From an optimization exercise on the open Yosys and OpenROAD flow, aimed at small area, a short achievable clock period and few clock cycles per item; shortcuts taken in it are not production practice. RTL that was checked went through simulation tests only; none was proved equivalent to the original. No functional check of the RTL was part of runs 4 and 5. Power and IR drop assume default switching activity.

<file path="design.v">
package bat_pkg;
   localparam int TABLE_ENTRIES = 16;
   localparam int ADDR_W        = 32;
   localparam int COUNT_OUT_W   = 5;
   localparam int CNT_W         = $clog2(TABLE_ENTRIES + 1);
   typedef enum logic [1:0] {
      OP_CHECK  = 2'd0,
      OP_SET    = 2'd1,
      OP_DELETE = 2'd2,
      OP_CLEAR  = 2'd3
   } op_type;
endpackage
module bat_ctrl (
   input  logic        clock,
   input  logic        reset,
   input  logic        req_valid,
   output logic        req_ready,
   output logic        req_fire,
   input  logic        res_valid,    
   input  logic        res_success,
   input  logic [bat_pkg::COUNT_OUT_W-1:0] res_count,
   output logic        rsp_valid,
   input  logic        rsp_ready,
   output logic        rsp_success,
   output logic [bat_pkg::COUNT_OUT_W-1:0] rsp_entry_count
);
   localparam int RW = bat_pkg::COUNT_OUT_W + 1;
   logic [2:0]    qv_ff;             
   logic [RW-1:0] q_ff [3];
   logic [RW-1:0] res;
   logic          pop;
   assign res = {res_success, res_count};
   assign pop = qv_ff[0] && rsp_ready;
   logic          ready_ff;
   logic [2:0]    qv_in;
   assign req_ready = ready_ff;
   assign req_fire  = req_valid && ready_ff;
   assign rsp_valid       = qv_ff[0];
   assign rsp_success     = q_ff[0][RW-1];
   assign rsp_entry_count = q_ff[0][RW-2:0];
   logic [2:0]    qv_sh, qv_push;
   logic [RW-1:0] q_sh [3];
   always_comb begin
      qv_sh   = pop ? {1'b0, qv_ff[2:1]} : qv_ff;
      q_sh[0] = pop ? q_ff[1] : q_ff[0];
      q_sh[1] = pop ? q_ff[2] : q_ff[1];
      q_sh[2] = q_ff[2];
      qv_push = {3{res_valid}} & ~qv_sh & {qv_sh[1:0], 1'b1};
   end
   assign qv_in = qv_sh | qv_push;
   always_ff @(posedge clock) begin
      if (reset) begin
         qv_ff    <= '0;
         ready_ff <= 1'b1;
      end else begin
         qv_ff    <= qv_in;
         ready_ff <= !qv_in[2] && !(qv_in[1] && req_fire);
      end
   end
   always_ff @(posedge clock) begin
      for (int k = 0; k < 3; k++) begin
         q_ff[k] <= qv_sh[k] ? q_sh[k] : res;
      end
   end
endmodule
module bat_datapath (
   input  logic                            clock,
   input  logic                            reset,
   input  logic                            req_fire,
   input  logic [1:0]                      req_operation,
   input  logic [bat_pkg::ADDR_W-1:0]      req_address,
   output logic                            res_valid,
   output logic                            res_success,
   output logic [bat_pkg::COUNT_OUT_W-1:0] res_count
);
   localparam int N = bat_pkg::TABLE_ENTRIES;
   logic [bat_pkg::ADDR_W-1:0] addr_ff [N];
   logic [N-1:0]               valid_ff;
   logic [bat_pkg::CNT_W-1:0]  count_ff;
   logic                       v_ff;
   logic [1:0]                 op_ff;
   logic [bat_pkg::ADDR_W-1:0] key_ff;
   logic [N-1:0]               eq_ff;      
   logic [N-1:0] eq_in;
   logic         fwd;
   logic [N-1:0] match, alloc, free_below;
   logic         hit, full, is_chk, is_set, is_del, is_clr, claim, drop;
   logic [N-1:0] valid_in;
   logic [bat_pkg::CNT_W-1:0] count_in;
   always_comb begin
      fwd = (key_ff == req_address);
      for (int i = 0; i < N; i++) begin
         eq_in[i] = alloc[i] ? fwd : (addr_ff[i] == req_address);
      end
   end
   always_ff @(posedge clock) begin
      if (reset) v_ff <= 1'b0;
      else       v_ff <= req_fire;
      op_ff  <= req_operation;
      key_ff <= req_address;
      eq_ff  <= eq_in;
   end
   always_comb begin
      is_chk = v_ff && (op_ff == bat_pkg::OP_CHECK);
      is_set = v_ff && (op_ff == bat_pkg::OP_SET);
      is_del = v_ff && (op_ff == bat_pkg::OP_DELETE);
      is_clr = v_ff && (op_ff == bat_pkg::OP_CLEAR);
      for (int i = 0; i < N; i++) begin
         match[i] = valid_ff[i] && eq_ff[i];
      end
      hit  = |match;
      full = count_ff[bat_pkg::CNT_W-1];
      free_below[0] = 1'b0;
      for (int i = 1; i < N; i++) begin
         free_below[i] = free_below[i-1] || !valid_ff[i-1];
      end
      alloc = ~valid_ff & ~free_below;
      claim = is_set && !hit && !full;
      drop  = is_del && hit;
      for (int i = 0; i < N; i++) begin
         valid_in[i] = !is_clr && ((valid_ff[i] && !(is_del && match[i])) || (claim && alloc[i]));
      end
      if (is_clr)     count_in = '0;
      else if (claim) count_in = count_ff + bat_pkg::CNT_W'(1);
      else if (drop)  count_in = count_ff - bat_pkg::CNT_W'(1);
      else            count_in = count_ff;
      res_success = hit || is_clr || (is_set && !full);
   end
   assign res_valid = v_ff;
   assign res_count = bat_pkg::COUNT_OUT_W'(count_in);
   always_ff @(posedge clock) begin
      if (reset) begin
         valid_ff <= '0;
         count_ff <= '0;
      end else begin
         valid_ff <= valid_in;
         count_ff <= count_in;
      end
      for (int i = 0; i < N; i++) begin
         if (alloc[i]) addr_ff[i] <= key_ff;
      end
   end
endmodule
module breakpoint_address_table_unit (
   input  logic                   clock,
   input  logic                   reset,
   input  logic                   req_valid,
   output logic                   req_ready,
   input  logic [1:0]             req_operation,
   input  logic [bat_pkg::ADDR_W-1:0]      req_address,
   output logic                   rsp_valid,
   input  logic                   rsp_ready,
   output logic                   rsp_success,
   output logic [bat_pkg::COUNT_OUT_W-1:0] rsp_entry_count
);
   logic                            req_fire;
   logic                            res_valid;
   logic                            res_success;
   logic [bat_pkg::COUNT_OUT_W-1:0] res_count;
   bat_ctrl u_ctrl (
      .clock           (clock),
      .reset           (reset),
      .req_valid       (req_valid),
      .req_ready       (req_ready),
      .req_fire        (req_fire),
      .res_valid       (res_valid),
      .res_success     (res_success),
      .res_count       (res_count),
      .rsp_valid       (rsp_valid),
      .rsp_ready       (rsp_ready),
      .rsp_success     (rsp_success),
      .rsp_entry_count (rsp_entry_count)
   );
   bat_datapath u_datapath (
      .clock         (clock),
      .reset         (reset),
      .req_fire      (req_fire),
      .req_operation (req_operation),
      .req_address   (req_address),
      .res_valid     (res_valid),
      .res_success   (res_success),
      .res_count     (res_count)
   );
endmodule
</file>
<file path="run.sh">
#!/bin/bash
# synth_recipe.tcl (not shown) runs the flow's synth.tcl, then flattens the netlist and writes it again
# the make line also repeats each setting of config.mk as NAME=value (left out here)
make -C /OpenROAD-flow-scripts/flow DESIGN_CONFIG=/design/flow/config.mk WORK_HOME=/design/flow/orfs CLKGATE_MAP_FILE= SYNTH_SCRIPT=/design/flow/synth_recipe.tcl finish
</file>
<file path="config.mk">
export PLATFORM = sky130hd
export DESIGN_NAME = breakpoint_address_table_unit
export DESIGN_NICKNAME = breakpoint_address_table_unit
export VERILOG_FILES = /design/flow/design.v
export SDC_FILE = /design/flow/constraint.sdc
export NUM_CORES = 4
export LEC_CHECK = 0
export CAP_MARGIN = 20
export CORE_MARGIN = 2
export CORE_UTILIZATION = 65
export CTS_BUF_LIST = sky130_fd_sc_hd__clkbuf_16
export CTS_CLUSTER_DIAMETER = 100
export CTS_CLUSTER_SIZE = 30
export SETUP_SLACK_MARGIN = 3.9
export SLEW_MARGIN = 20
</file>
<file path="constraint.sdc">
create_clock -name core_clock -period 6.0 [get_ports {clock}]
set_input_delay 1.2000 -clock core_clock [delete_from_list [all_inputs] [get_ports {clock}]]
set_output_delay 1.2000 -clock core_clock [all_outputs]
set_load 0.01 [all_outputs]
</file>
==> results.yml, run 1 <==
placed_design:
  gp_congestion: 0.9163
  portBuffers: 45
  place_hpwl_mm: 44.71
  dp.cells: 2162
sta:
  fin_crit_ps: 2325
  worst_clock_skew_ps: 32.74
  finalSetupViolations: 0
  max_freq_mhz: 430.1
  rsz0062_at_grt: "true"
  period_share: 0.3875
  holdWs_ps: 467.7
  fin_tns_setup_ps: 0
  max-slew-margin-rel: 0.3461
  final_max_slew_viol_count: 0
  tightest_slew_ps: 979.8
  hold_viol: 0
clocking:
  holdBufCountCts: 0
  clock_sinks: 606
  clockBufferDepth: 3
  clkTransAtPathRegs_ps: 110
  numCtsBuffers: 24
  clk-insertion-delay-late_ps: 600
  cts_root_buffer: "clkbuf_16"
  ctsHtreeMaxLevel: 1
  tritoncts: "yes"
setup_path:
  cp_slowest_cell: "edfxtp_1"
  crit_path_end_kind: "output pin"
  cp.required_ps: 4800
  crit_cells: 1
  cpPeakStageDelay_ps: 390
  critical_path.max_fanout: 1
  critPathLaunchType: "flip-flop"
  crit_buf_inv: 1
  crit_type: "flip-flop to output pin"
  critPathTopFamily: "flip-flops"
  crit_arrival_ps: 1130
  reg2reg_depth: 5
  crit_chain: "buf_2"
cells_and_area:
  layout_common_cells: "edfxtp_1 (530), xnor2_1 (419), buf_4 (130), nand4_1 (128), xor2_1 (60)"
  fin_nets: 1854
  finalNonFillerCells: 2343
  area_growth_pct: 22.35
  diodes: 0
  drive_gt1_frac: 0.2522
  mostFrequentLayoutCell: "edfxtp_1"
  fillCellCount: 2025
  final_core_util: 0.8071
yosys:
  ys_seq_area_frac: 0.7034
  synth.cell_area_um2: 24790
  synth_area_leader_cell: "edfxtp_1"
  syn_nets: 1639
  syn-instance-count: 1599
  ys_top_cells_by_area: "edfxtp_1 (64%), xnor2_1 (17%), dfxtp_1 (6.1%), nand4_1 (3.2%), xor2_1 (2.2%)"
  ys_ff_latch: 606
  synthDistinctLibCells: 40
  yosys_warnings: 5
  synth_top_area_frac: 0.6421
  syn_avg_cell_area_um2: 15.50
outcome:
  status: "timing/DRC/antenna clean"
global_routing:
  antenna_found_initial: 4
  grt_pass1_vias: 14481
  grt_max_degree: 36
  grt_overflow_total: 0
  grt_usage: 0.4077
  grt_pass1_wl_mm: 108.8
power_and_ir_drop:
  peakVddDrop_mv: 0.3288
  p_leak_uw: 0.009919
  power_uw: 7421
  power_density_nw_per_um2: 244.7
run:
  cap_violations: 0
detailed_routing:
  post_drt_wl_per_cell_um: 34.62
  drt-total-wl_mm: 81.11
  via_per_inst: 6.632
  vias: 15538
  postRouteAntennaNets: 0
  drcViolationCount: 0
  drt_iter0_markers: 2279
  drt-pass1-iter-count: 5
die:
  rows: 71
  die_w_um: 199.3
  die_height_um: 199.3
  core_area_um2: 37580
  initial_utilization: 0.6596
  top_level_ports: 46
  dieArea_um2: 39710
hold_path:
  holdPathStages: 0
  hold_path_class: "flip-flop to flip-flop"
[repair_timing]
item                                   4_1_cts  5_1_grt
endpoints found under the hold margin        0        0
setup endpoints to repair                  379      323
resized for setup                          457      113
pin swaps                                   95       60
gates cloned                                12        9
setup buffers                               88       26
[sequential cells by signal, indices dropped and copies added (netlist names)]
register             flops
u_ctrl.q_ff             18
u_ctrl.qv_ff             3
u_ctrl.ready_ff          1
u_datapath.addr_ff     512
u_datapath.count_ff      5
u_datapath.eq_ff        16
u_datapath.key_ff       32
u_datapath.op_ff         2
u_datapath.v_ff          1
u_datapath.valid_ff     16
[power by group]
part           internal, µW  total (µW)  switching, µW
Clock                   777        2030           1260
Sequential             4610        4640           29.2
Combinational           314         750            436
[final timing paths]
kind / start / end / slack (ps)
worst max-delay path: u_ctrl.q_ff[0][2] / rsp_entry_count[2] / 3670
worst min register to register: u_datapath.key_ff[9] / u_datapath.addr_ff[5][9] / 470
worst max register to register: u_datapath.eq_ff[4] / u_ctrl.q_ff[0][5] / 3730
worst min-delay path: u_datapath.key_ff[9] / u_datapath.addr_ff[5][9] / 470
[metrics by stage]
step / area (µm²) / setup slack, ps
final: 30330 / 3675
after global routing: 30330 / 3623
after CTS: 29340 / 3649
after detailed placement: 26480 / 1677
after global placement: 26470 / 1674
after floorplan: 25440 / 2963
[layout make-up]
cell class	count	area [µm²]	area share
Clock buffer	25	625.6	0.02063
Clock inverter	19	97.59	0.003218
Inverter	5	21.27	0.0007013
Multi-Input combinational cell	915	8285	0.2732
Tap cell	511	639.4	0.02108
Timing Repair Buffer	262	3177	0.1047
Sequential cell	606	17480	0.5764
[per-layer routing]
metal | track usage | wire length (µm)
met4 | 0.2142 | 5475
met5 | 0 | 32
met2 | 0.6343 | 37410
met3 | 0.07612 | 9958
met1 | 0.5543 | 28240
[cell usage after synthesis (all sizes together)]
cell,count
xor2,61
o32ai,1
buf,37
nand3b,1
a31oi,2
xnor2,487
inv,5
a22oi,17
mux2,4
o21ai,7
dfxtp,76
o32a,1
nand3,4
nor2,27
or3,1
or2,1
edfxtp,530
a21boi,1
a21oi,9
nor4,45
nor3b,6
and2,5
clkbuf,37
o31ai,3
a41oi,1
or4,3
nor3,6
nor4b,3
nand2b,2
o22ai,1
ha,2
and3,1
a311oi,4
mux2i,16
and4,1
nand4,128
nand2,63
[kinds of logic (layout without fill, tap and decap cells)]
logic type | after synthesis | after routing | synth area share
flip-flops | 606 | 606 | 0.7034
XOR/XNOR | 548 | 548 | 0.1939
AND/OR/NAND/NOR | 297 | 298 | 0.06648
buffers and inverters | 79 | 311 | 0.01378
AO/OA/AOI/OAI | 47 | 47 | 0.01307
multiplexers | 20 | 20 | 0.008278
adder cells (fa/ha/maj) | 2 | 2 | 0.001009
Testbench counts, summed over its fixed seeds: cycles 6,008, items 6,000.
==> inputs of run 2 (changes only) <==
--- a/config.mk
+++ b/config.mk
@@ -13,3 +13,3 @@
 export CTS_CLUSTER_SIZE = 30
-export SETUP_SLACK_MARGIN = 3.9
+export SETUP_SLACK_MARGIN = 3.7
 export SLEW_MARGIN = 20
==> run 2 against run 1 <==
Still clean on timing, DRC and antenna. Non-clock buffer count decreased by 40. Register-to-register slack lost 50 ps. Synthesized cell count unchanged. Sequential share of layout area grew 2.8 points. Count of clock-buffer cells in the layout is the same. Final area down 4.8%. Clock power hardly changed. Fmax decreased by 0.48%. First-iteration DRC count is 2.9% lower. Critical endpoint is now u_datapath.eq_ff[14]. Largest cell class unchanged.
==> results.yml, run 2 <==
outcome:
  status: "timing/DRC/antenna clean"
setup_path:
  crit_arrival_ps: 2870
  r2r-end: "u_datapath.eq_ff[15]"
  reg2reg_from: "u_datapath.key_ff[20]"
  cp.required_ps: 6530
  critPathLaunchType: "input pin"
  crit_type: "input pin to flip-flop"
  crit_path_end_kind: "flip-flop"
  reg2reg_slack_ps: 3680
  critical_path.max_fanout: 9
  reg2reg_depth: 7
clocking:
  cts_root_buffer: "clkbuf_16"
  clkTransAtPathRegs_ps: 110
  ctsHtreeMaxLevel: 1
  clockBufferDepth: 3
  clock_sinks: 606
  tritoncts: "yes"
  numCtsBuffers: 24
  holdBufCountCts: 0
  clk-insertion-delay-late_ps: 600
power_and_ir_drop:
  power_density_nw_per_um2: 255.2
  p_leak_uw: 0.009242
  peakVddDrop_mv: 0.2741
die:
  initial_utilization: 0.6596
  rows: 71
  dieArea_um2: 39710
  die_w_um: 199.3
  die_height_um: 199.3
  core_area_um2: 37580
  top_level_ports: 46
hold_path:
  min_to: "u_datapath.addr_ff[7][5]"
  hold_path_class: "flip-flop to flip-flop"
  min-delay-start: "u_datapath.key_ff[5]"
  holdPathStages: 0
detailed_routing:
  via_per_inst: 6.418
  drt_iter0_markers: 2213
  postRouteAntennaNets: 0
  drt-total-wl_mm: 75.43
  drt-pass1-iter-count: 6
  vias: 14775
  drcViolationCount: 0
  post_drt_wl_per_cell_um: 32.77
yosys:
  ys_top_cells_by_area: "edfxtp_1 (64%), xnor2_1 (17%), dfxtp_1 (6.1%), nand4_1 (3.2%), xor2_1 (2.2%)"
  yosys_warnings: 5
  synth_top_area_frac: 0.6421
  synth_area_leader_cell: "edfxtp_1"
  syn_avg_cell_area_um2: 15.50
  ys_ff_latch: 606
  synth_edf_count: 530
  syn_nets: 1639
  synthTopCellsByCount: "edfxtp_1 (530), xnor2_1 (486), nand4_1 (128)"
  synthDistinctLibCells: 40
  synth.cell_area_um2: 24790
  syn-instance-count: 1599
  ys.flop_type: "edfxtp_1"
  synth_most_common_cell: "edfxtp_1"
  synth-async-reset-ratio: 0
  ys_seq_area_frac: 0.7034
sta:
  period_share: 0.3894
  rsz0062_at_grt: "true"
  hold_viol: 0
  tightest_slew_ps: 1001
  finalSetupViolations: 0
  final_max_slew_viol_count: 0
  fin_tns_setup_ps: 0
  worst_clock_skew_ps: 29.87
  max_freq_mhz: 428.0
  max-slew-margin-rel: 0.3321
  fin_crit_ps: 2337
run:
  cap_violations: 0
cells_and_area:
  area_growth_pct: 16.51
  final_core_util: 0.7686
  drive_gt1_frac: 0.1971
  diodes: 0
  fin_nets: 1813
  layout_common_cells: "edfxtp_1 (530), xnor2_1 (448), nand4_1 (128), buf_4 (126), dfxtp_1 (66)"
  largest_reg_flops: 512
  top_regs: "u_datapath.addr_ff: 512 flops, u_datapath.key_ff: 32 flops, u_ctrl.q_ff: 18 flops"
  mostFrequentLayoutCell: "edfxtp_1"
  regMostFlops: "u_datapath.addr_ff"
  fillCellCount: 2224
global_routing:
  grt_usage: 0.3894
  grt_pass1_vias: 13721
  grt_max_degree: 35
  grt_overflow_total: 0
  grt_pass1_wl_mm: 103.7
  antenna_found_initial: 3
placed_design:
  portBuffers: 45
  gp_congestion: 0.9150
  place_hpwl_mm: 46.04
## run 2: cell families (layout without fill, tap and decap cells)
family          count (synthesis)  count (layout)  synth area share
compound gates                 47              47           0.01307
xor+xnor                      548             548            0.1939
fa+ha+maj                       2               2          0.001009
buf+inv                        79             271           0.01378
flops                         606             606            0.7034
mux                            20              20          0.008278
simple gates                  297             297           0.06648
## run 2: cell type report
class                   count  area [µm²]  share of cell area
clock buffers              25       625.6             0.02166
flip-flops and latches    606       17450              0.6042
clock inverters            19       97.59            0.003379
multi-input cells         914        7781              0.2694
well taps                 511       639.4             0.02214
repair buffers            222        2268             0.07855
inverters                   5       18.77           0.0006499
## run 2: where the power goes
part,internal (µW),switching (µW)
combinational,278,404
clock,777,1270
sequential,4610,32.7
## run 2: repair_timing
action                                 CTS  global route
pin swaps                               33            33
endpoints found under the hold margin    0             0
gates resized for setup                290            70
setup buffers                           78             8
cloned                                   4             0
setup endpoints to repair              322           199
## run 2: per-layer routing
layer,part of all wire,GRT usage,wire length (µm),vias up
li1,-,-,-,6139
met1,0.37,0.5351,27770,7481
met2,0.45,0.5974,34090,949
met3,0.12,0.09300,9286,204
met4,0.057,0.1758,4270,2
met5,0.00017,0,13,-
## run 2: worst max path at each step
stage	to	slack [ps]	cells after the start	from
floorplan	u_datapath.valid_ff[12]	2960	6	u_datapath.valid_ff[0]
global placement	u_datapath.eq_ff[2]	1710	7	req_address[5]
detailed placement	u_datapath.eq_ff[2]	1590	7	req_address[5]
CTS	u_datapath.eq_ff[2]	3530	8	req_address[23]
global route	u_datapath.eq_ff[2]	3600	8	req_address[23]
finish	u_datapath.eq_ff[14]	3660	7	req_address[20]
## run 2: through the flow
step                      hold WS (ps)  setup slack [ps]  cell area [µm²]  total power (µW)  std cells
after floorplan                  422.5              2963            25380              5061       1599
after global placement           413.7              1709            26480              5286       2167
after detailed placement         416.9              1593            26500              5292       2168
after CTS                        443.8              3533            28550              7333       2294
after global routing             472.8              3603            28880              7510       2302
final                            444.7              3663            28880              7371       2302
## run 2: worst max-delay path, cell delays in order
cell,delay (ps)
buf_4,210
buf_6,210
xnor2_1,140
nand4_1,470
nor4_1,390
nand2_1,100
mux2i_1,130
==> inputs of run 3 (changes only) <==
--- a/config.mk
+++ b/config.mk
@@ -9,3 +9,3 @@
 export CORE_MARGIN = 2
-export CORE_UTILIZATION = 65
+export CORE_UTILIZATION = 70
 export CTS_BUF_LIST = sky130_fd_sc_hd__clkbuf_16
@@ -13,2 +13,3 @@
 export CTS_CLUSTER_SIZE = 30
+export PLACE_DENSITY = 0.85
 export SETUP_SLACK_MARGIN = 3.7
==> run 3 against run 2 <==
Clock skew grew 12 ps. Sequential power about the same. Area after synthesis stayed put. Count of clock-buffer cells in the layout shrank 1. Combinational power is 9.8% higher. Via count up 9.6%. Non-clock buffer count up 16. Clock power fell by 2%. Still clean. Final area rose by 1.6%. Cell count down 1.7%.
==> results.yml, run 3 <==
sta:
  rsz0062_at_grt: "true"
  worst_slack_ps: 3521
  tightest_slew_ps: 1272
  worst_clock_skew_ps: 41.92
  fin_crit_ps: 2479
  period_share: 0.4132
  finalSetupViolations: 0
  max-slew-margin-rel: 0.1498
  fin_tns_setup_ps: 0
  final_max_slew_viol_count: 0
  max_freq_mhz: 403.4
  hold_viol: 0
detailed_routing:
  wl_met1_mm: 25.58
  vias: 16196
  drt-total-wl_mm: 81.20
  postRouteAntennaNets: 0
  highest_layer: "met4"
  drt-pass1-iter-count: 8
  drcViolationCount: 0
  via_per_inst: 7.157
  wl_met2_mm: 35.24
  met3WireLength_mm: 12.88
  post_drt_wl_per_cell_um: 35.88
  drt_iter0_markers: 2942
cells_and_area:
  mostFrequentLayoutCell: "edfxtp_1"
  layout_common_cells: "edfxtp_1 (530), xnor2_1 (442), nand4_1 (128), buf_4 (127), dfxtp_1 (66)"
  fin_nets: 1830
  largest_reg_flops: 512
  final-seq-area_um2: 17450
  multi_input_comb_area_um2: 7881
  area_growth_pct: 18.39
  final_core_util: 0.8454
  regMostFlops: "u_datapath.addr_ff"
  top_regs: "u_datapath.addr_ff: 512 flops, u_datapath.key_ff: 32 flops, u_ctrl.q_ff: 18 flops"
  finalNonFillerCells: 2263
  fillCellCount: 1508
  drive_gt1_frac: 0.2099
global_routing:
  grt_pass1_vias: 15225
  grt_max_degree: 35
  grt_overflow_total: 0
  grt_usage: 0.4346
  grt_pass1_wl_mm: 108.8
  antenna_found_initial: 3
setup_path:
  crit_top_cell: "nand4_1"
  crit_buf_inv: 2
  reg2reg_slack_ps: 3550
  cp_slowest_cell: "or4_1"
  crit_arrival_ps: 2990
  critPathLaunchType: "input pin"
  crit_type: "input pin to flip-flop"
  crit_path_end_kind: "flip-flop"
  r2r-end: "u_datapath.eq_ff[2]"
  cp.required_ps: 6510
  reg2reg_from: "u_datapath.key_ff[28]"
  critPathLaunch: "req_address[25]"
  critical_path.max_fanout: 12
  critPathTopFamily: "simple AND/OR/NAND/NOR gates"
  cpPeakStageDelay_ps: 540
  reg2reg_depth: 6
  crit_chain: "buf_12 -> buf_6 -> xnor2_2 -> nand4_1 -> or4_1 -> nor4_2 -> nand4_1 -> o32ai_1"
yosys:
  synthTopCellsByCount: "edfxtp_1 (530), xnor2_1 (486), nand4_1 (128)"
  syn_nets: 1639
  ys_ff_latch: 606
  ys.flop_type: "edfxtp_1"
  ys_top_cells_by_area: "edfxtp_1 (64%), xnor2_1 (17%), dfxtp_1 (6.1%), nand4_1 (3.2%), xor2_1 (2.2%)"
  synth_top_area_frac: 0.6421
  syn_avg_cell_area_um2: 15.50
  syn-instance-count: 1599
  ys_seq_area_frac: 0.7034
  synth_edf_count: 530
  synth.cell_area_um2: 24790
  yosys_warnings: 5
  synth_area_leader_cell: "edfxtp_1"
  synth_most_common_cell: "edfxtp_1"
  synthDistinctLibCells: 40
  synth-async-reset-ratio: 0
run:
  cap_violations: 0
die:
  top_level_ports: 46
  rows: 68
  core_area_um2: 34710
  initial_utilization: 0.7141
  dieArea_um2: 36930
  die_w_um: 192.2
  die_height_um: 192.2
placed_design:
  place_hpwl_mm: 45.04
  pre_cts_ws_ps: 1593
  dp.cells: 2109
  gp_congestion: 0.9342
  portBuffers: 45
hold_path:
  hold_path_class: "flip-flop to flip-flop"
  min-delay-start: "u_datapath.key_ff[25]"
  min_to: "u_datapath.addr_ff[7][25]"
  holdPathStages: 0
clocking:
  tritoncts: "yes"
  clk-insertion-delay-late_ps: 620
  clock_sinks: 606
  clkTransAtPathRegs_ps: 110
  clockBufferDepth: 3
  ctsHtreeMaxLevel: 1
  cts_root_buffer: "clkbuf_16"
  numCtsBuffers: 24
  holdBufCountCts: 0
power_and_ir_drop:
  peakVddDrop_mv: 0.3261
  switchingPower_uw: 1733
  share_comb_of_total_power: 0.101
  p_leak_uw: 0.009478
  power_density_nw_per_um2: 252.3
  pwr-share-clk: 0.272
  swShare: 0.2340
  internal_power_uw: 5672
  p_seq_frac: 0.627
outcome:
  status: "timing/DRC/antenna clean"
run 3: worst reg2reg max path, delay by kind of cell, from the launching register on:
kind	cells	cell delay [ps]
flip-flops	1	1040
AND/OR/NAND/NOR	3	620
AO/OA/AOI/OAI	1	290
XOR/XNOR	1	240
buffers and inverters	1	180
run 3: logic make-up (layout without fill, tap and decap cells):
group                    count (synthesis)  after routing  synth area share
flip-flops                             606            606            0.7034
XOR/XNOR                               548            548            0.1939
AND/OR/NAND/NOR                        297            298           0.06648
buffers and inverters                   79            285           0.01378
AO/OA/AOI/OAI                           47             47           0.01307
multiplexers                            20             20          0.008278
adder cells (fa/ha/maj)                  2              2          0.001009
other                                    0              2                 0
run 3: cell type report:
cell class,instances,share of cell area
timing repair buffer,238,0.09244
antenna,2,0.0001705
clock inverter,18,0.003624
inverter,5,0.0006396
clock buffer,24,0.02047
tap,455,0.01940
multi-input combinational,915,0.2686
sequential,606,0.5947
run 3: layer usage:
layer  global-route usage  up-vias
met5                    0        -
met4               0.2918        0
met3               0.1246      497
met2               0.6424     1673
met1               0.5651     7848
li1                     -     6178
run 3: worst max path at each step:
stage | cells past startpoint | end
after floorplan | 6 | u_datapath.valid_ff[12]
after detailed placement | 7 | u_datapath.eq_ff[14]
final | 8 | u_datapath.eq_ff[2]
after CTS | 7 | u_datapath.eq_ff[10]
after global routing | 8 | u_datapath.eq_ff[2]
after global placement | 7 | u_datapath.eq_ff[14]
run 3: per-stage QoR:
step	area (µm²)	hold WS, ps	total power, µW
floorplan	25380	422.5	5061
global placement	26390	411.1	5271
detailed placement	26400	427.2	5288
CTS	28540	454.4	7278
global route	29340	466.4	7498
finish	29350	454.6	7405
run 3: repair_timing:
action	in CTS	in global routing
pin swaps	44	36
setup endpoints to repair	299	274
gates resized for setup	295	125
setup buffers	62	32
gates cloned	11	4
run 3: power by group through the flow:
stage | sequential, µW | combinational [µW] | clock (µW)
floorplan | 4750 | 312 | 0
global placement | 4730 | 538 | 0
detailed placement | 4740 | 553 | 0
CTS | 4640 | 660 | 1980
global route | 4640 | 751 | 2100
finish | 4640 | 750 | 2010
==> inputs of run 4 (changes only) <==
--- a/design.v
+++ b/design.v
@@ -18,2 +18,3 @@
    output logic        req_fire,
+   input  logic        pend_valid,   
    input  logic        res_valid,    
@@ -27,4 +28,4 @@
    localparam int RW = bat_pkg::COUNT_OUT_W + 1;
-   logic [2:0]    qv_ff;             
-   logic [RW-1:0] q_ff [3];
+   logic [3:0]    qv_ff;             
+   logic [RW-1:0] q_ff [4];
    logic [RW-1:0] res;
@@ -34,3 +35,3 @@
    logic          ready_ff;
-   logic [2:0]    qv_in;
+   logic [3:0]    qv_in;
    assign req_ready = ready_ff;
@@ -40,10 +41,11 @@
    assign rsp_entry_count = q_ff[0][RW-2:0];
-   logic [2:0]    qv_sh, qv_push;
-   logic [RW-1:0] q_sh [3];
+   logic [3:0]    qv_sh, qv_push;
+   logic [RW-1:0] q_sh [4];
    always_comb begin
-      qv_sh   = pop ? {1'b0, qv_ff[2:1]} : qv_ff;
+      qv_sh   = pop ? {1'b0, qv_ff[3:1]} : qv_ff;
       q_sh[0] = pop ? q_ff[1] : q_ff[0];
       q_sh[1] = pop ? q_ff[2] : q_ff[1];
-      q_sh[2] = q_ff[2];
-      qv_push = {3{res_valid}} & ~qv_sh & {qv_sh[1:0], 1'b1};
+      q_sh[2] = pop ? q_ff[3] : q_ff[2];
+      q_sh[3] = q_ff[3];
+      qv_push = {4{res_valid}} & ~qv_sh & {qv_sh[2:0], 1'b1};
    end
@@ -56,7 +58,8 @@
          qv_ff    <= qv_in;
-         ready_ff <= !qv_in[2] && !(qv_in[1] && req_fire);
-      end
-   end
-   always_ff @(posedge clock) begin
-      for (int k = 0; k < 3; k++) begin
+         ready_ff <= (qv_in[3] ? 3'd4 : qv_in[2] ? 3'd3 : qv_in[1] ? 3'd2 : qv_in[0] ? 3'd1 : 3'd0)
+                     + 3'(req_fire) + 3'(pend_valid) <= 3'd3;
+      end
+   end
+   always_ff @(posedge clock) begin
+      for (int k = 0; k < 4; k++) begin
          q_ff[k] <= qv_sh[k] ? q_sh[k] : res;
@@ -71,2 +74,3 @@
    input  logic [bat_pkg::ADDR_W-1:0]      req_address,
+   output logic                            pend_valid,
    output logic                            res_valid,
@@ -79,2 +83,5 @@
    logic [bat_pkg::CNT_W-1:0]  count_ff;
+   logic                       v0_ff;
+   logic [1:0]                 op0_ff;
+   logic [bat_pkg::ADDR_W-1:0] key0_ff;
    logic                       v_ff;
@@ -90,12 +97,19 @@
    always_comb begin
-      fwd = (key_ff == req_address);
-      for (int i = 0; i < N; i++) begin
-         eq_in[i] = alloc[i] ? fwd : (addr_ff[i] == req_address);
-      end
-   end
-   always_ff @(posedge clock) begin
-      if (reset) v_ff <= 1'b0;
-      else       v_ff <= req_fire;
-      op_ff  <= req_operation;
-      key_ff <= req_address;
+      fwd = (key_ff == key0_ff);
+      for (int i = 0; i < N; i++) begin
+         eq_in[i] = alloc[i] ? fwd : (addr_ff[i] == key0_ff);
+      end
+   end
+   always_ff @(posedge clock) begin
+      if (reset) begin
+         v0_ff <= 1'b0;
+         v_ff  <= 1'b0;
+      end else begin
+         v0_ff <= req_fire;
+         v_ff  <= v0_ff;
+      end
+      op0_ff  <= req_operation;
+      key0_ff <= req_address;
+      op_ff   <= op0_ff;
+      key_ff  <= key0_ff;
       eq_ff  <= eq_in;
@@ -128,3 +142,4 @@
    end
-   assign res_valid = v_ff;
+   assign pend_valid = v0_ff;
+   assign res_valid  = v_ff;
    assign res_count = bat_pkg::COUNT_OUT_W'(count_in);
@@ -156,2 +171,3 @@
    logic                            req_fire;
+   logic                            pend_valid;
    logic                            res_valid;
@@ -165,2 +181,3 @@
       .req_fire        (req_fire),
+      .pend_valid      (pend_valid),
       .res_valid       (res_valid),
@@ -179,2 +196,3 @@
       .req_address   (req_address),
+      .pend_valid    (pend_valid),
       .res_valid     (res_valid),
--- a/config.mk
+++ b/config.mk
@@ -9,3 +9,3 @@
 export CORE_MARGIN = 2
-export CORE_UTILIZATION = 70
+export CORE_UTILIZATION = 65
 export CTS_BUF_LIST = sky130_fd_sc_hd__clkbuf_16
@@ -13,3 +13,2 @@
 export CTS_CLUSTER_SIZE = 30
-export PLACE_DENSITY = 0.85
 export SETUP_SLACK_MARGIN = 3.7
==> run 4 against run 3 <==
Sequential share of layout area up 4.2 points. Hold slack worse by 120 ps. Via count down 6.3%. Clock skew shrank 13 ps. Flip-flop and latch count increased by 42. Cell count rose by 4.0%. Register-to-register slack better by 110 ps. Combinational power is 27% lower. Non-clock buffer count decreased by 95. Global-route usage fell by 8.8 points. Final area down 1.7%. Area after synthesis is 5.8% higher. Critical endpoint is now u_datapath.eq_ff[14]. Largest power group unchanged. Highest routed layer unchanged.
==> results.yml, run 4 <==
outcome:
  status: "timing/DRC/antenna clean"
setup_path:
  cp_slowest_cell: "nor4_1"
  critical_path.max_fanout: 18
  r2r-end: "u_datapath.eq_ff[14]"
  crit_type: "flip-flop to flip-flop"
  reg2reg_from: "u_datapath.key0_ff[20]"
  cpPeakStageDelay_ps: 890
  crit_path_end_kind: "flip-flop"
  reg2reg_slack_ps: 3660
  crit_chain: "buf_4 -> xnor2_1 -> nand4_1 -> nor4_1 -> nand2_1 -> mux2i_1"
  critPathLaunchType: "flip-flop"
  cp.required_ps: 6540
  crit_arrival_ps: 2880
  reg2reg_depth: 6
yosys:
  synth-async-reset-ratio: 0
  synth.cell_area_um2: 26220
  synthTopCellsByCount: "edfxtp_1 (536), xnor2_1 (502), nand4_1 (138)"
  synth_top_area_frac: 0.6138
  synthDistinctLibCells: 57
  ys.flop_type: "edfxtp_1"
  synth_edf_count: 536
  syn_nets: 1765
  ys_seq_area_frac: 0.6993
  ys_ff_latch: 648
  synth_most_common_cell: "edfxtp_1"
  syn-instance-count: 1723
  yosys_warnings: 5
  ys_top_cells_by_area: "edfxtp_1 (61%), xnor2_1 (17%), dfxtp_1 (8.6%), nand4_1 (3.3%), xor2_1 (1.5%)"
  syn_avg_cell_area_um2: 15.22
  synth_area_leader_cell: "edfxtp_1"
cells_and_area:
  regMostFlops: "u_datapath.addr_ff"
  layout_common_cells: "edfxtp_1 (536), xnor2_1 (501), nand4_1 (138), dfxtp_1 (100), buf_4 (88)"
  area_growth_pct: 9.978
  final-seq-area_um2: 18360
  fin_nets: 1851
  multi_input_comb_area_um2: 7821
  diodes: 0
  fillCellCount: 2560
  top_regs: "u_datapath.addr_ff: 512 flops, u_datapath.key0_ff: 32 flops, u_datapath.key_ff: 32 flops"
  largest_reg_flops: 512
  mostFrequentLayoutCell: "edfxtp_1"
  drive_gt1_frac: 0.1105
detailed_routing:
  post_drt_wl_per_cell_um: 30.39
  wl_met1_mm: 27.71
  via_per_inst: 6.451
  drt-total-wl_mm: 71.50
  highest_layer: "met4"
  drcViolationCount: 0
  postRouteAntennaNets: 0
  drt-pass1-iter-count: 6
  met3WireLength_mm: 7.670
  vias: 15179
  drt_iter0_markers: 1956
  wl_met2_mm: 33.65
sta:
  max_freq_mhz: 427.4
  max-slew-margin-rel: 0.2315
  holdWs_ps: 339.1
  final_max_slew_viol_count: 0
  worst_clock_skew_ps: 28.85
  fin_crit_ps: 2340
  fin_tns_setup_ps: 0
  tightest_slew_ps: 1150
  rsz0062_at_grt: "true"
  hold_viol: 0
  period_share: 0.3900
  finalSetupViolations: 0
clocking:
  clockBufferDepth: 3
  clk-insertion-delay-late_ps: 620
  cts_root_buffer: "clkbuf_16"
  holdBufCountCts: 0
  clkTransAtPathRegs_ps: 110
  clock_sinks: 648
  ctsHtreeMaxLevel: 1
  numCtsBuffers: 25
  tritoncts: "yes"
power_and_ir_drop:
  internal_power_uw: 5872
  peakVddDrop_mv: 0.3845
  power_density_nw_per_um2: 262.8
  pwr-share-clk: 0.277
  share_comb_of_total_power: 0.072
  switchingPower_uw: 1706
  p_leak_uw: 0.008929
  p_seq_frac: 0.651
  swShare: 0.2251
die:
  core_area_um2: 39730
  die_w_um: 204.9
  top_level_ports: 46
  die_height_um: 204.9
  rows: 73
  initial_utilization: 0.6600
  dieArea_um2: 41960
hold_path:
  hold_path_class: "flip-flop to flip-flop"
  holdPathStages: 0
  min-delay-start: "u_datapath.op0_ff[0]"
  min_to: "u_datapath.op_ff[0]"
global_routing:
  grt_max_degree: 36
  grt_pass1_vias: 14340
  grt_usage: 0.3463
  grt_pass1_wl_mm: 100.9
  grt_overflow_total: 0
  antenna_found_initial: 2
run:
  cap_violations: 0
placed_design:
  place_hpwl_mm: 41.14
  portBuffers: 45
  gp_congestion: 0.8710
-- run 4: changes by cell type in the layout (fill, tap and decap cells not counted), moves of 10 or more --
cell             delta
xnor2_1            +59
buf_4              -39
xnor2_2            -38
dfxtp_1            +34
buf_12             -33
clkdlybuf4s50_1    +31
buf_6              -23
a22oi_1            -17
xor2_1             -17
nor4_1             +13
nand2_1            +11
nor4_2             -11
nand3_1            +10
nand4_1            +10
-- run 4: stage by stage --
stage                     utilization  instances  instance area [µm²]  power, µW  setup WS (ps)
after floorplan                     -       1723                26340       5327           3230
after global placement         0.6961       2282                27660       5560           2483
after detailed placement       0.6963       2283                27660       5570           2512
after CTS                      0.7188       2340                28560       7570           3484
after global routing           0.7258       2353                28840       7747           3610
final                          0.7258       2353                28840       7578           3660
-- run 4: timing repair --
action / 4_1_cts / 5_1_grt
buffers inserted: 10 / 10
endpoints found under the setup margin: 215 / 193
pin swaps: 5 / 6
cloned: 1 / 1
gates resized for setup: 67 / 28
-- run 4: kinds of logic after synthesis --
group	count (synthesis)	share of synthesized area
AOI/OAI and AO/OA	63	0.01708
xor gates and xnor gates	546	0.1824
DFF	648	0.6993
adders and majority gates	4	0.002195
buffers and inverters	92	0.01665
muxes	28	0.01083
and+or+nand+nor	342	0.07153
-- run 4: worst max-delay path by stage --
stage,start,endpoint,slack (ps),cells past startpoint
detailed placement,rsp_ready,u_ctrl.ready_ff,2510,10
CTS,u_ctrl.qv_ff[0],rsp_valid,3480,1
finish,u_datapath.key0_ff[20],u_datapath.eq_ff[14],3660,6
global route,u_datapath.valid_ff[1],u_datapath.valid_ff[5],3610,5
floorplan,u_datapath.valid_ff[7],u_datapath.addr_ff[10][0],3230,3
global placement,rsp_ready,u_ctrl.ready_ff,2480,10
-- run 4: area by class of cell --
type / instances / area share
clock buffers: 25 / 0.02169
clock inverters: 21 / 0.003341
multi-input cells: 985 / 0.2712
inverters: 6 / 0.0007810
flip-flops and latches: 648 / 0.6365
repair buffers: 143 / 0.04369
well taps: 525 / 0.02278
-- run 4: power by group through the flow --
stage	sequential [µW]	combinational (µW)	clock (µW)
2_1_floorplan	5050	282	0
3_3_place_gp	5040	525	0
3_5_place_dp	5040	533	0
4_1_cts	4940	537	2100
5_1_grt	4940	566	2240
6_report	4940	546	2100
-- run 4: critical path, delay by kind of cell (launching register included) --
kind                      cells  cell delay (ps)
xor gates and xnor gates      1              170
buffers and inverters         1              440
DFF                           1              340
muxes                         1              160
and+or+nand+nor               3             1140
-- run 4: per-layer routing --
layer	vias up	global-route usage
met4	0	0.1087
li1	6408	-
met3	131	0.05218
met2	917	0.5541
met1	7723	0.4965
met5	-	0
==> inputs of run 5 (changes only) <==
--- a/config.mk
+++ b/config.mk
@@ -9,3 +9,3 @@
 export CORE_MARGIN = 2
-export CORE_UTILIZATION = 65
+export CORE_UTILIZATION = 70
 export CTS_BUF_LIST = sky130_fd_sc_hd__clkbuf_16
@@ -13,3 +13,4 @@
 export CTS_CLUSTER_SIZE = 30
-export SETUP_SLACK_MARGIN = 3.7
+export PLACE_DENSITY = 0.85
+export SETUP_SLACK_MARGIN = 3.8
 export SLEW_MARGIN = 20
==> run 5 against run 4 <==
Wire length fell by 0.94%. Final area fell by 0.17%. Die area fell by 7.0%. Global-route usage rose by 1.9 points. Combinational power barely moved. Power fell by 0.53%. Sequential share of layout area rose by 0.14 points. Register-to-register slack improved by 30 ps. Via count rose by 2.5%. Critical path depth rose by 4. Area after synthesis did not move. Critical path type is now input pin to flip-flop. Critical endpoint is now u_ctrl.ready_ff. Largest power group unchanged. Highest routed layer unchanged.
==> results.yml, run 5 <==
cells_and_area:
  fillCellCount: 2067
  top_regs: "u_datapath.addr_ff: 512 flops, u_datapath.key0_ff: 32 flops, u_datapath.key_ff: 32 flops"
  mostFrequentLayoutCell: "edfxtp_1"
  finalNonFillerCells: 2299
  final-seq-area_um2: 18370
  area_growth_pct: 9.796
  largest_reg_flops: 512
  drive_gt1_frac: 0.1126
  fin_nets: 1854
  layout_common_cells: "edfxtp_1 (536), xnor2_1 (501), nand4_1 (138), dfxtp_1 (98), buf_4 (85)"
  multi_input_comb_area_um2: 7878
  regMostFlops: "u_datapath.addr_ff"
die:
  rows: 70
  die_height_um: 197.5
  core_area_um2: 36790
  top_level_ports: 46
  dieArea_um2: 39020
  initial_utilization: 0.7128
  die_w_um: 197.5
yosys:
  ys.flop_type: "edfxtp_1"
  syn_nets: 1765
  syn-instance-count: 1723
  synth_edf_count: 536
  synth_area_leader_cell: "edfxtp_1"
  ys_seq_area_frac: 0.6993
  syn_avg_cell_area_um2: 15.22
  synthDistinctLibCells: 57
  synth_top_area_frac: 0.6138
  synth_most_common_cell: "edfxtp_1"
  synth.cell_area_um2: 26220
  ys_ff_latch: 648
  synthTopCellsByCount: "edfxtp_1 (536), xnor2_1 (502), nand4_1 (138)"
  ys_top_cells_by_area: "edfxtp_1 (61%), xnor2_1 (17%), dfxtp_1 (8.6%), nand4_1 (3.3%), xor2_1 (1.5%)"
  yosys_warnings: 5
  synth-async-reset-ratio: 0
detailed_routing:
  vias: 15559
  via_per_inst: 6.768
  drcViolationCount: 0
  drt-total-wl_mm: 70.83
  drt_iter0_markers: 2113
  post_drt_wl_per_cell_um: 30.81
  postRouteAntennaNets: 0
  drt-pass1-iter-count: 5
setup_path:
  crit_chain: "buf_8 -> nand2_8 -> mux2_4 -> a21oi_2 -> xor2_1 -> a21oi_2 -> fa_2 -> ha_4 -> xnor2_2 -> nand2b_1"
  reg2reg_slack_ps: 3690
  cp_slowest_cell: "fa_2"
  crit_top_cell: "a21oi_2"
  crit_path_end_kind: "flip-flop"
  critPathLaunchType: "input pin"
  crit_arrival_ps: 2860
  cp.required_ps: 6500
  critical_path.max_fanout: 6
  crit_type: "input pin to flip-flop"
  cpPeakStageDelay_ps: 360
placed_design:
  portBuffers: 45
  gp_congestion: 0.8908
  pre_cts_ws_ps: 2430
  dp.cells: 2226
  place_hpwl_mm: 40.10
global_routing:
  grt_usage: 0.3656
  grt_pass1_vias: 14904
  grt_pass1_wl_mm: 99.65
  grt_overflow_total: 0
  grt_max_degree: 36
  antenna_found_initial: 1
clocking:
  clockBufferDepth: 3
  ctsHtreeMaxLevel: 1
  numCtsBuffers: 25
  clk-insertion-delay-late_ps: 600
  holdBufCountCts: 0
  tritoncts: "yes"
  clkTransAtPathRegs_ps: 110
  cts_root_buffer: "clkbuf_16"
  clock_sinks: 648
sta:
  fin_crit_ps: 2361
  worst_slack_ps: 3639
  rsz0062_at_grt: "true"
  fin_tns_setup_ps: 0
  finalSetupViolations: 0
  worst_clock_skew_ps: 37.57
  hold_viol: 0
  tightest_slew_ps: 1103
  period_share: 0.3934
  max_freq_mhz: 423.6
  final_max_slew_viol_count: 0
  max-slew-margin-rel: 0.2632
power_and_ir_drop:
  swShare: 0.2217
  switchingPower_uw: 1671
  share_comb_of_total_power: 0.073
  power_density_nw_per_um2: 261.8
  internal_power_uw: 5867
  p_seq_frac: 0.654
  pwr-share-clk: 0.273
  p_leak_uw: 0.008932
  peakVddDrop_mv: 0.3509
run:
  cap_violations: 0
outcome:
  status: "timing/DRC/antenna clean"
hold_path:
  hold_path_class: "flip-flop to flip-flop"
-- run 5: final timing paths --
path	start	end	depth (start not counted)
worst min-delay path	u_datapath.op0_ff[0]	u_datapath.op_ff[0]	0
worst max register to register	u_datapath.valid_ff[2]	u_datapath.valid_ff[5]	5
worst max-delay path	rsp_ready	u_ctrl.ready_ff	10
worst min register to register	u_datapath.op0_ff[0]	u_datapath.op_ff[0]	0
-- run 5: final cells by class --
class | instances | area share
Clock buffer | 25 | 0.02173
Multi-Input combinational cell | 988 | 0.2736
Sequential cell | 648 | 0.6379
Clock inverter | 20 | 0.003042
Antenna cell | 1 | 0.00008692
Tap cell | 468 | 0.02034
Inverter | 6 | 0.0007823
Timing Repair Buffer | 143 | 0.04250
-- run 5: per-layer routing --
metal	track usage	part of all wire	wire length (µm)
met1	0.5041	0.35	24600
met2	0.5836	0.46	32710
met3	0.06146	0.13	9554
met4	0.1598	0.056	3961
met5	0	0	0
-- run 5: cells by family (layout without fill, tap and decap cells) --
kind of cell,Yosys count,after routing,synth area share
fa+ha+maj,4,4,0.002195
buf+inv,92,194,0.01665
xor+xnor,546,546,0.1824
other cells,0,1,0
mux,28,28,0.01083
flops,648,648,0.6993
compound gates,63,63,0.01708
simple gates,342,347,0.07153
-- run 5: what timing repair did --
action	CTS	global route
gates cloned	3	2
pin swaps	8	7
gates resized for setup	76	29
buffers inserted	8	14
endpoints found under the setup margin	263	221
-- run 5: power by group through the flow --
| stage | Sequential [µW] | Clock [µW] | Combinational (µW) |
|---|---|---|---|
| after global placement | 5030 | 0 | 512 |
| final | 4930 | 2060 | 549 |
| after CTS | 4930 | 2050 | 531 |
| after global routing | 4940 | 2200 | 563 |
| after floorplan | 5050 | 0 | 282 |
| after detailed placement | 5030 | 0 | 525 |
-- run 5: worst max-delay path, delay by kind of cell --
kind / cells / cell delay [ps]
AND/OR/NAND/NOR: 2 / 140
buffers and inverters: 1 / 110
AO/OA/AOI/OAI: 2 / 190
XOR/XNOR: 2 / 350
adder cells (fa/ha/maj): 2 / 540
multiplexers: 1 / 330
-- run 5: per-stage QoR --
stage                 util  area, µm²  total power (µW)  hold WS (ps)
floorplan                -      26390              5327         309.6
global placement    0.7503      27600              5544         313.9
detailed placement  0.7504      27610              5559         318.9
CTS                 0.7747      28500              7513         345.0
global route        0.7826      28790              7703         348.8
finish              0.7827      28790              7538         344.7
==> inputs of run 6 (changes only) <==
--- a/design.v
+++ b/design.v
@@ -58,4 +58,4 @@
          qv_ff    <= qv_in;
-         ready_ff <= (qv_in[3] ? 3'd4 : qv_in[2] ? 3'd3 : qv_in[1] ? 3'd2 : qv_in[0] ? 3'd1 : 3'd0)
-                     + 3'(req_fire) + 3'(pend_valid) <= 3'd3;
+         ready_ff <= req_fire ? (pend_valid ? !qv_in[1] : !qv_in[2])
+                              : (pend_valid ? !qv_in[2] : !qv_in[3]);
       end
--- a/config.mk
+++ b/config.mk
@@ -9,3 +9,3 @@
 export CORE_MARGIN = 2
-export CORE_UTILIZATION = 70
+export CORE_UTILIZATION = 65
 export CTS_BUF_LIST = sky130_fd_sc_hd__clkbuf_16
@@ -13,3 +13,2 @@
 export CTS_CLUSTER_SIZE = 30
-export PLACE_DENSITY = 0.85
 export SETUP_SLACK_MARGIN = 3.8
==> run 6 against run 5 <==
Clock skew down 11 ps. Combinational power down 2%. Clock power up 2%. Via count down 2.6%. Final area up 0.33%. Area after synthesis up 0.10%. Largest power group unchanged. Highest routed layer unchanged. Count of clock-buffer cells in the layout unchanged. Sequential share of layout area down 0.13 points. Critical path type is now flip-flop to output pin. Flip-flop and latch count unchanged. Still clean on timing, DRC and antenna. Largest cell class unchanged.
==> results.yml, run 6 <==
yosys:
  synth_edf_count: 536
  synth.cell_area_um2: 26250
  yosys_warnings: 5
  synthDistinctLibCells: 51
  syn_nets: 1774
  ys.flop_type: "edfxtp_1"
  syn-instance-count: 1734
  ys_seq_area_frac: 0.6986
  synth_top_area_frac: 0.6132
  synth_area_leader_cell: "edfxtp_1"
  ys_ff_latch: 648
  synthTopCellsByCount: "edfxtp_1 (536), xnor2_1 (499), nand4_1 (139)"
  synth-async-reset-ratio: 0
  synth_most_common_cell: "edfxtp_1"
  ys_top_cells_by_area: "edfxtp_1 (61%), xnor2_1 (17%), dfxtp_1 (8.5%), nand4_1 (3.3%), xor2_1 (1.5%)"
  syn_avg_cell_area_um2: 15.14
setup_path:
  cp_slowest_cell: "edfxtp_1"
  crit_type: "flip-flop to output pin"
  cpPeakStageDelay_ps: 390
  critical_path.max_fanout: 1
  reg2reg_slack_ps: 3810
  crit_path_end_kind: "output pin"
  crit_chain: "buf_2"
  reg2reg_from: "u_datapath.valid_ff[3]"
  critPathLaunchType: "flip-flop"
  crit_cells: 1
  reg2reg_depth: 6
  critPathLaunch: "u_ctrl.q_ff[0][1]"
  critPathCapture: "rsp_entry_count[1]"
  critPathTopFamily: "flip-flops"
  r2r-end: "u_datapath.addr_ff[12][18]"
  crit_arrival_ps: 1120
  crit_buf_inv: 1
  cp.required_ps: 4800
placed_design:
  gp_congestion: 0.9320
  place_hpwl_mm: 42.63
  portBuffers: 45
die:
  die_height_um: 205.0
  die_w_um: 205.0
  top_level_ports: 46
  dieArea_um2: 42000
  initial_utilization: 0.6591
  rows: 73
  core_area_um2: 39820
sta:
  final_max_slew_viol_count: 0
  period_share: 0.3866
  hold_viol: 0
  fin_tns_setup_ps: 0
  max-slew-margin-rel: 0.2579
  finalSetupViolations: 0
  worst_clock_skew_ps: 26.99
  fin_crit_ps: 2320
  rsz0062_at_grt: "true"
  holdWs_ps: 341.8
  max_freq_mhz: 431.1
  tightest_slew_ps: 1111
detailed_routing:
  drt-total-wl_mm: 73.52
  wl_met1_mm: 28.50
  drt_iter0_markers: 2136
  wl_met2_mm: 34.00
  drt-pass1-iter-count: 7
  vias: 15155
  met3WireLength_mm: 8.259
  highest_layer: "met4"
  via_per_inst: 6.430
  post_drt_wl_per_cell_um: 31.19
  postRouteAntennaNets: 0
  drcViolationCount: 0
outcome:
  status: "timing/DRC/antenna clean"
cells_and_area:
  layout_common_cells: "edfxtp_1 (536), xnor2_1 (499), nand4_1 (139), dfxtp_1 (88), nand2_1 (71)"
  area_growth_pct: 10.05
  regMostFlops: "u_datapath.addr_ff"
  mostFrequentLayoutCell: "edfxtp_1"
  largest_reg_flops: 512
  final_core_util: 0.7253
  top_regs: "u_datapath.addr_ff: 512 flops, u_datapath.key0_ff: 32 flops, u_datapath.key_ff: 32 flops"
  fillCellCount: 2632
  fin_nets: 1850
  drive_gt1_frac: 0.1115
clocking:
  ctsHtreeMaxLevel: 1
  tritoncts: "yes"
  numCtsBuffers: 25
  holdBufCountCts: 0
  clkTransAtPathRegs_ps: 110
  clockBufferDepth: 3
  cts_root_buffer: "clkbuf_16"
  clk-insertion-delay-late_ps: 610
  clock_sinks: 648
run:
  cap_violations: 0
hold_path:
  hold_path_class: "flip-flop to flip-flop"
global_routing:
  antenna_found_initial: 2
  grt_pass1_wl_mm: 102.5
  grt_max_degree: 35
  grt_usage: 0.3550
  grt_pass1_vias: 14289
  grt_overflow_total: 0
power_and_ir_drop:
  power_uw: 7590
  p_leak_uw: 0.008939
  peakVddDrop_mv: 0.3924
  power_density_nw_per_um2: 262.8
## run 6: cell count changes in the layout (fill, tap and decap cells not counted), moves of 3 or more
| cell | previous run | this run |
|---|---|---|
| a31oi_1 | 1 | 4 |
| dfxtp_2 | 10 | 16 |
| nor2_4 | 7 | 10 |
| buf_4 | 85 | 68 |
| buf_6 | 12 | 15 |
| nor4_1 | 30 | 27 |
| dfxtp_4 | 4 | 8 |
| dfxtp_1 | 98 | 88 |
| o21ai_0 | 9 | 15 |
| nor4_4 | 1 | 5 |
## run 6: cells by family after synthesis
| kind of cell | Yosys count | share of synthesized area |
|---|---|---|
| DFF | 648 | 0.6986 |
| xor gates and xnor gates | 545 | 0.1819 |
| and+or+nand+nor | 351 | 0.07393 |
| buffers and inverters | 93 | 0.01649 |
| AOI/OAI and AO/OA | 69 | 0.01811 |
| muxes | 26 | 0.01001 |
| adders and majority gates | 2 | 0.0009532 |
## run 6: cell type report
type / instances / area, µm² / area share
diodes: 3 / 7.507 / 0.0002599
well taps: 525 / 656.9 / 0.02274
multi-input cells: 997 / 7913 / 0.2739
inverters: 7 / 26.28 / 0.0009096
flip-flops and latches: 648 / 18390 / 0.6366
repair buffers: 131 / 1172 / 0.04059
clock buffers: 25 / 625.6 / 0.02166
clock inverters: 21 / 96.34 / 0.003335
## run 6: metrics by stage
stage | cell area, µm² | worst slack, ps | cells
floorplan | 26360 | 3344 | 1734
global placement | 27660 | 3022 | 2293
detailed placement | 27660 | 2976 | 2293
CTS | 28670 | 3505 | 2350
global route | 28880 | 3627 | 2354
finish | 28890 | 3680 | 2357
## run 6: worst min path at each step
stage | slack [ps] | endpoint | depth (start not counted) | from
5_1_grt | 350 | u_datapath.op_ff[0] | 0 | u_datapath.op0_ff[0]
2_1_floorplan | 310 | u_datapath.op_ff[0] | 0 | u_datapath.op0_ff[0]
6_report | 340 | u_datapath.op_ff[0] | 0 | u_datapath.op0_ff[0]
4_1_cts | 340 | u_datapath.op_ff[0] | 0 | u_datapath.op0_ff[0]
3_5_place_dp | 320 | u_datapath.op_ff[0] | 0 | u_datapath.op0_ff[0]
3_3_place_gp | 310 | u_datapath.op_ff[1] | 0 | u_datapath.op0_ff[1]
## run 6: report_power, final
part	total, µW	switching, µW	internal [µW]
logic	540	346	194
clock network	2100	1320	780
registers	4950	52.9	4900
total	7590	1720	5870
## run 6: per-layer routing
| layer | up-vias | GRT usage |
|---|---|---|
| li1 | 6442 | - |
| met1 | 7629 | 0.5010 |
| met2 | 943 | 0.5507 |
| met3 | 141 | 0.07429 |
| met4 | 0 | 0.1321 |
| met5 | - | 0 |
## run 6: what timing repair did
item / 4_1_cts / 5_1_grt
pin swaps: 5 / 2
endpoints found under the setup margin: 357 / 294
gates resized for setup: 88 / 44
setup buffers: 7 / 3
cloned: 4 / 1
Testbench counts of run 6, summed over its fixed seeds: cycles 6,012, items 6,000.
==> inputs of run 7 (changes only) <==
==> flow/run.sh (new file) <==
#!/bin/bash
set -euo pipefail
bash standard.sh "BUFFER_PORTS_ARGS=-buffer_cell sky130_fd_sc_hd__buf_2" finish > make_finish.log 2>&1
==> standard.sh (new file) <==
#!/bin/bash
# synth_recipe.tcl (not shown) runs the flow's synth.tcl, then flattens the netlist and writes it again
# the make line also repeats each setting of config.mk as NAME=value (left out here)
make -C /OpenROAD-flow-scripts/flow DESIGN_CONFIG=/design/flow/config.mk WORK_HOME=/design/flow/orfs CLKGATE_MAP_FILE= SYNTH_SCRIPT=/design/flow/synth_recipe.tcl "${@:-finish}"
removed: run.sh
==> run 7 against run 6 <==
Still clean. Register-to-register slack better by 50 ps. Die area unchanged. Synthesized cell count unchanged. Critical path depth unchanged. Hold slack better by 1.7 ps. Clock power about the same. Via count up 0.22%. Global-route usage up 0.084 points. Utilization down 0.57 points. Wire length about the same. Sequential power about the same. Critical path type unchanged. Largest power group unchanged.
==> results.yml, run 7 <==
outcome:
  status: "timing/DRC/antenna clean"
setup_path:
  cp.required_ps: 4800
  critPathLaunchType: "flip-flop"
  crit_buf_inv: 1
  cp_slowest_cell: "edfxtp_1"
  critical_path.max_fanout: 1
  crit_type: "flip-flop to output pin"
  crit_chain: "buf_2"
  critPathTopFamily: "flip-flops"
  cpPeakStageDelay_ps: 390
  crit_arrival_ps: 1140
  crit_path_end_kind: "output pin"
clocking:
  clk-insertion-delay-late_ps: 610
  holdBufCountCts: 0
  ctsHtreeMaxLevel: 1
  clockBufferDepth: 3
  tritoncts: "yes"
  clock_sinks: 648
  cts_root_buffer: "clkbuf_16"
  numCtsBuffers: 25
  clkTransAtPathRegs_ps: 120
detailed_routing:
  via_per_inst: 6.436
  drt-pass1-iter-count: 6
  post_drt_wl_per_cell_um: 31.14
  vias: 15188
  drt_iter0_markers: 1937
  drt-total-wl_mm: 73.49
  postRouteAntennaNets: 0
  drcViolationCount: 0
yosys:
  synth_area_leader_cell: "edfxtp_1"
  yosys_warnings: 5
  synthTopCellsByCount: "edfxtp_1 (536), xnor2_1 (499), nand4_1 (139)"
  ys_top_cells_by_area: "edfxtp_1 (61%), xnor2_1 (17%), dfxtp_1 (8.5%), nand4_1 (3.3%), xor2_1 (1.5%)"
  synth_most_common_cell: "edfxtp_1"
  syn_nets: 1774
  syn_avg_cell_area_um2: 15.14
  synthDistinctLibCells: 51
  synth.cell_area_um2: 26250
  ys_seq_area_frac: 0.6986
  synth_edf_count: 536
  ys.flop_type: "edfxtp_1"
  syn-instance-count: 1734
  ys_ff_latch: 648
  synth_top_area_frac: 0.6132
  synth-async-reset-ratio: 0
sta:
  tightest_slew_ps: 1105
  max-slew-margin-rel: 0.2616
  rsz0062_at_grt: "true"
  final_max_slew_viol_count: 0
  worst_clock_skew_ps: 28.04
  period_share: 0.3900
  max_freq_mhz: 427.3
  finalSetupViolations: 0
  hold_viol: 0
  fin_crit_ps: 2340
  fin_tns_setup_ps: 0
die:
  top_level_ports: 46
  die_w_um: 205.0
  die_height_um: 205.0
  initial_utilization: 0.6591
  rows: 73
  dieArea_um2: 42000
  core_area_um2: 39820
power_and_ir_drop:
  switchingPower_uw: 1713
  share_comb_of_total_power: 0.073
  power_uw: 7572
  pwr-share-clk: 0.276
  p_seq_frac: 0.651
  peakVddDrop_mv: 0.2750
  swShare: 0.2263
  power_density_nw_per_um2: 264.2
  p_leak_uw: 0.008920
  internal_power_uw: 5858
global_routing:
  grt_usage: 0.3559
  antenna_found_initial: 2
  grt_max_degree: 35
  grt_pass1_vias: 14447
  grt_overflow_total: 0
  grt_pass1_wl_mm: 103.6
cells_and_area:
  layout_common_cells: "edfxtp_1 (536), xnor2_1 (499), nand4_1 (139), dfxtp_1 (99), nand2_1 (74)"
  mostFrequentLayoutCell: "edfxtp_1"
  drive_gt1_frac: 0.1223
  area_growth_pct: 9.181
  largest_reg_flops: 512
  top_regs: "u_datapath.addr_ff: 512 flops, u_datapath.key0_ff: 32 flops, u_datapath.key_ff: 32 flops"
  fillCellCount: 2648
  regMostFlops: "u_datapath.addr_ff"
  final_core_util: 0.7196
  fin_nets: 1854
placed_design:
  gp_congestion: 0.9898
  place_hpwl_mm: 41.89
  portBuffers: 45
hold_path:
  hold_path_class: "flip-flop to flip-flop"
run:
  cap_violations: 0
[run 7: cell counts after synthesis]
Identical to the previous run, type by type.
[run 7: power by group through the flow]
stage	Sequential, µW	Clock, µW	Combinational, µW
after floorplan	5050	0	281
after global placement	5030	0	525
after detailed placement	5030	0	530
after CTS	4930	2100	536
after global routing	4940	2240	569
final	4930	2090	551
[run 7: stage by stage]
| stage | hold WS, ps | cells | area, µm² | worst slack (ps) |
|---|---|---|---|---|
| after CTS | 347.3 | 2353 | 28430 | 3634 |
| final | 343.5 | 2360 | 28660 | 3660 |
| after floorplan | 309.6 | 1734 | 26360 | 3344 |
| after global routing | 356.9 | 2357 | 28650 | 3613 |
| after detailed placement | 321.2 | 2297 | 27490 | 3279 |
| after global placement | 312.9 | 2296 | 27460 | 3347 |
[run 7: what timing repair did]
action                     4_1_cts  5_1_grt
cloned                           3        2
buffers inserted                 8        2
pin swaps                        6        4
setup endpoints to repair      270      268
resized for setup               34       42
[run 7: layer usage]
layer	share of wire	wire, µm	vias up	GRT usage
met5	0	0	-	0
met4	0.037	2728	0	0.1238
met3	0.11	7995	143	0.05138
li1	-	-	6444	-
met2	0.47	34600	884	0.5631
met1	0.38	28170	7717	0.5118
[run 7: cell type report]
cell class / count / area [µm²] / share of cell area
Sequential cell: 648 / 18370 / 0.6409
Multi-Input combinational cell: 997 / 7829 / 0.2732
Timing Repair Buffer: 135 / 1059 / 0.03694
Tap cell: 525 / 656.9 / 0.02292
Clock buffer: 25 / 625.6 / 0.02183
Clock inverter: 20 / 87.58 / 0.003056
Inverter: 7 / 26.28 / 0.0009169
Antenna cell: 3 / 7.507 / 0.0002620
[run 7: final timing paths]
kind	start	endpoint	slack, ps	cells after the start
hold reg to reg	u_datapath.op0_ff[0]	u_datapath.op_ff[0]	340	0
setup reg to reg	u_datapath.key0_ff[6]	u_datapath.eq_ff[1]	3860	6
hold / removal	u_datapath.op0_ff[0]	u_datapath.op_ff[0]	340	0
setup / recovery	u_ctrl.q_ff[0][1]	rsp_entry_count[1]	3660	1
[run 7: kinds of logic after synthesis]
family                   share of synthesized area
adder cells (fa/ha/maj)                  0.0009532
AND/OR/NAND/NOR                            0.07393
XOR/XNOR                                    0.1819
multiplexers                               0.01001
buffers and inverters                      0.01649
AO/OA/AOI/OAI                              0.01811
flip-flops                                  0.6986
==> inputs of run 8 (changes only) <==
--- a/config.mk
+++ b/config.mk
@@ -13,3 +13,3 @@
 export CTS_CLUSTER_SIZE = 30
-export SETUP_SLACK_MARGIN = 3.8
+export SETUP_SLACK_MARGIN = 3.65
 export SLEW_MARGIN = 20
==> run 8 against run 7 <==
Clock skew is 6.0 ps lower. Final area is 0.80% lower. Non-clock buffer count is 5 lower. Utilization is 0.58 points lower. Power is 0.23% lower. Highest routed layer is now met5. Synthesized cell count stayed put.
==> results.yml, run 8 <==
global_routing:
  antenna_found_initial: 2
  use_met2: 0.5648
  grt_max_degree: 35
  grtUsageMet1: 0.4961
  grt_pass1_wl_mm: 102.2
  top_usage_layer: "met2"
  met3_usage: 0.07541
power_and_ir_drop:
  p_leak_uw: 0.008827
  power_density_nw_per_um2: 265.7
  peakVddDrop_mv: 0.3207
  power_uw: 7554
cells_and_area:
  largest_reg_flops: 512
  top_regs: "u_datapath.addr_ff: 512 flops, u_datapath.key0_ff: 32 flops, u_datapath.key_ff: 32 flops"
  drive_gt1_frac: 0.1134
  mostFrequentLayoutCell: "edfxtp_1"
  final_core_util: 0.7139
sta:
  fin_crit_ps: 2317
  max-slew-margin-rel: 0.2438
  max_freq_mhz: 431.6
  fin_tns_setup_ps: 0
  period_share: 0.3862
  worst_clock_skew_ps: 22.06
  finalSetupViolations: 0
  final_max_slew_viol_count: 0
  worst_slack_ps: 3683
  hold_viol: 0
die:
  core_area_um2: 39820
  die_w_um: 205.0
detailed_routing:
  via_per_inst: 6.428
  post_drt_wl_per_cell_um: 31.17
yosys:
  synth-compound-area-share: 0.01811
  yosys.area_share.xor_xnor: 0.1819
  syn_nets: 1774
  synth_top_area_frac: 0.6132
  synthAdderAreaFrac: 0.0009534
  ys_top_cells_by_area: "edfxtp_1 (61%), xnor2_1 (17%), dfxtp_1 (8.5%), nand4_1 (3.3%), xor2_1 (1.5%)"
  synthDistinctLibCells: 51
  synth_edf_count: 536
  yosys.area_share.simple: 0.07393
  yosys_warnings: 5
  synth.cell_area_um2: 26250
  synth_most_common_cell: "edfxtp_1"
  synthMuxAreaShare: 0.01001
  synthTopCellsByCount: "edfxtp_1 (536), xnor2_1 (499), nand4_1 (139)"
  ys_ff_latch: 648
  ys.flop_type: "edfxtp_1"
  ys_seq_area_frac: 0.6986
  syn_avg_cell_area_um2: 15.14
  synth_top_family_by_area: "XOR/XNOR gates"
  syn-instance-count: 1734
placed_design:
  pre_cts_ws_ps: 3220
  place_hpwl_mm: 43.20
  gp_congestion: 0.9072
hold_path:
  hold_path_class: "flip-flop to flip-flop"
  holdPathStages: 0
clocking:
  tritoncts: "yes"
  ctsHtreeMaxLevel: 1
  clockBufferDepth: 3
  holdBufCountCts: 0
  clkTransAtPathRegs_ps: 120
  clock_sinks: 648
  cts_root_buffer: "clkbuf_16"
setup_path:
  critical_path.max_fanout: 34
  crit_type: "flip-flop to flip-flop"
  reg2reg_slack_ps: 3680
  reg2reg_depth: 3
  reg2reg_from: "u_datapath.valid_ff[2]"
  crit_cells: 3
  r2r-end: "u_datapath.addr_ff[8][5]"
  crit_buf_inv: 0
outcome:
  status: "timing/DRC/antenna clean"
run 8: how the worst max path moves through the flow:
stage,end,start
global route,u_datapath.valid_ff[8],u_datapath.valid_ff[2]
finish,u_datapath.addr_ff[8][5],u_datapath.valid_ff[2]
CTS,u_datapath.eq_ff[5],u_datapath.key0_ff[28]
global placement,u_datapath.eq_ff[14],u_datapath.key0_ff[14]
floorplan,u_datapath.valid_ff[10],u_datapath.valid_ff[0]
detailed placement,u_datapath.eq_ff[5],u_datapath.key0_ff[8]
run 8: through the flow:
stage          hold slack (ps)  area (µm²)
2_1_floorplan            309.6       26340
3_3_place_gp             314.0       27440
3_5_place_dp             314.3       27450
4_1_cts                  340.9       28270
5_1_grt                  344.7       28430
6_report                 338.1       28430
run 8: repair_timing:
item                                    CTS  global route
gates cloned                              0             2
setup buffers                             3             4
pin swaps                                 2             3
endpoints found under the setup margin  220           203
gates resized for setup                  22            19
run 8: area by class of cell:
type                       count  area (µm²)
tap                          525       656.9
inverter                       7       26.28
clock buffer                  25       625.6
sequential                   648       18360
fill                        2682       11390
clock inverter                20       87.58
multi-input combinational    995        7764
timing repair buffer         130       910.9
antenna                        1       2.502
run 8: cells by family after synthesis:
group           count (synthesis)
flops                         648
mux                            26
xor+xnor                      545
buf+inv                        93
compound gates                 69
fa+ha+maj                       2
simple gates                  351
run 8: power breakdown:
part           internal [µW]  switching, µW
Combinational            179            352
Sequential              4900           42.0
Clock                    776           1310
Total                   5850           1700
run 8: routing by layer:
layer / share of wire / routed length (µm) / up-vias
met5: 0.00011 / 8 / -
met4: 0.030 / 2227 / 2
met3: 0.11 / 8333 / 129
met2: 0.47 / 34420 / 914
met1: 0.39 / 28290 / 7637
li1: - / - / 6430

Check on run 8: ideal ports give 3.683 ns setup slack; a clkbuf_16 on the clock port and buf_2 on the inputs give 3.625 ns; moving port delays by the midpoint clock arrival (0.654 ns) as well gives 3.206 ns.
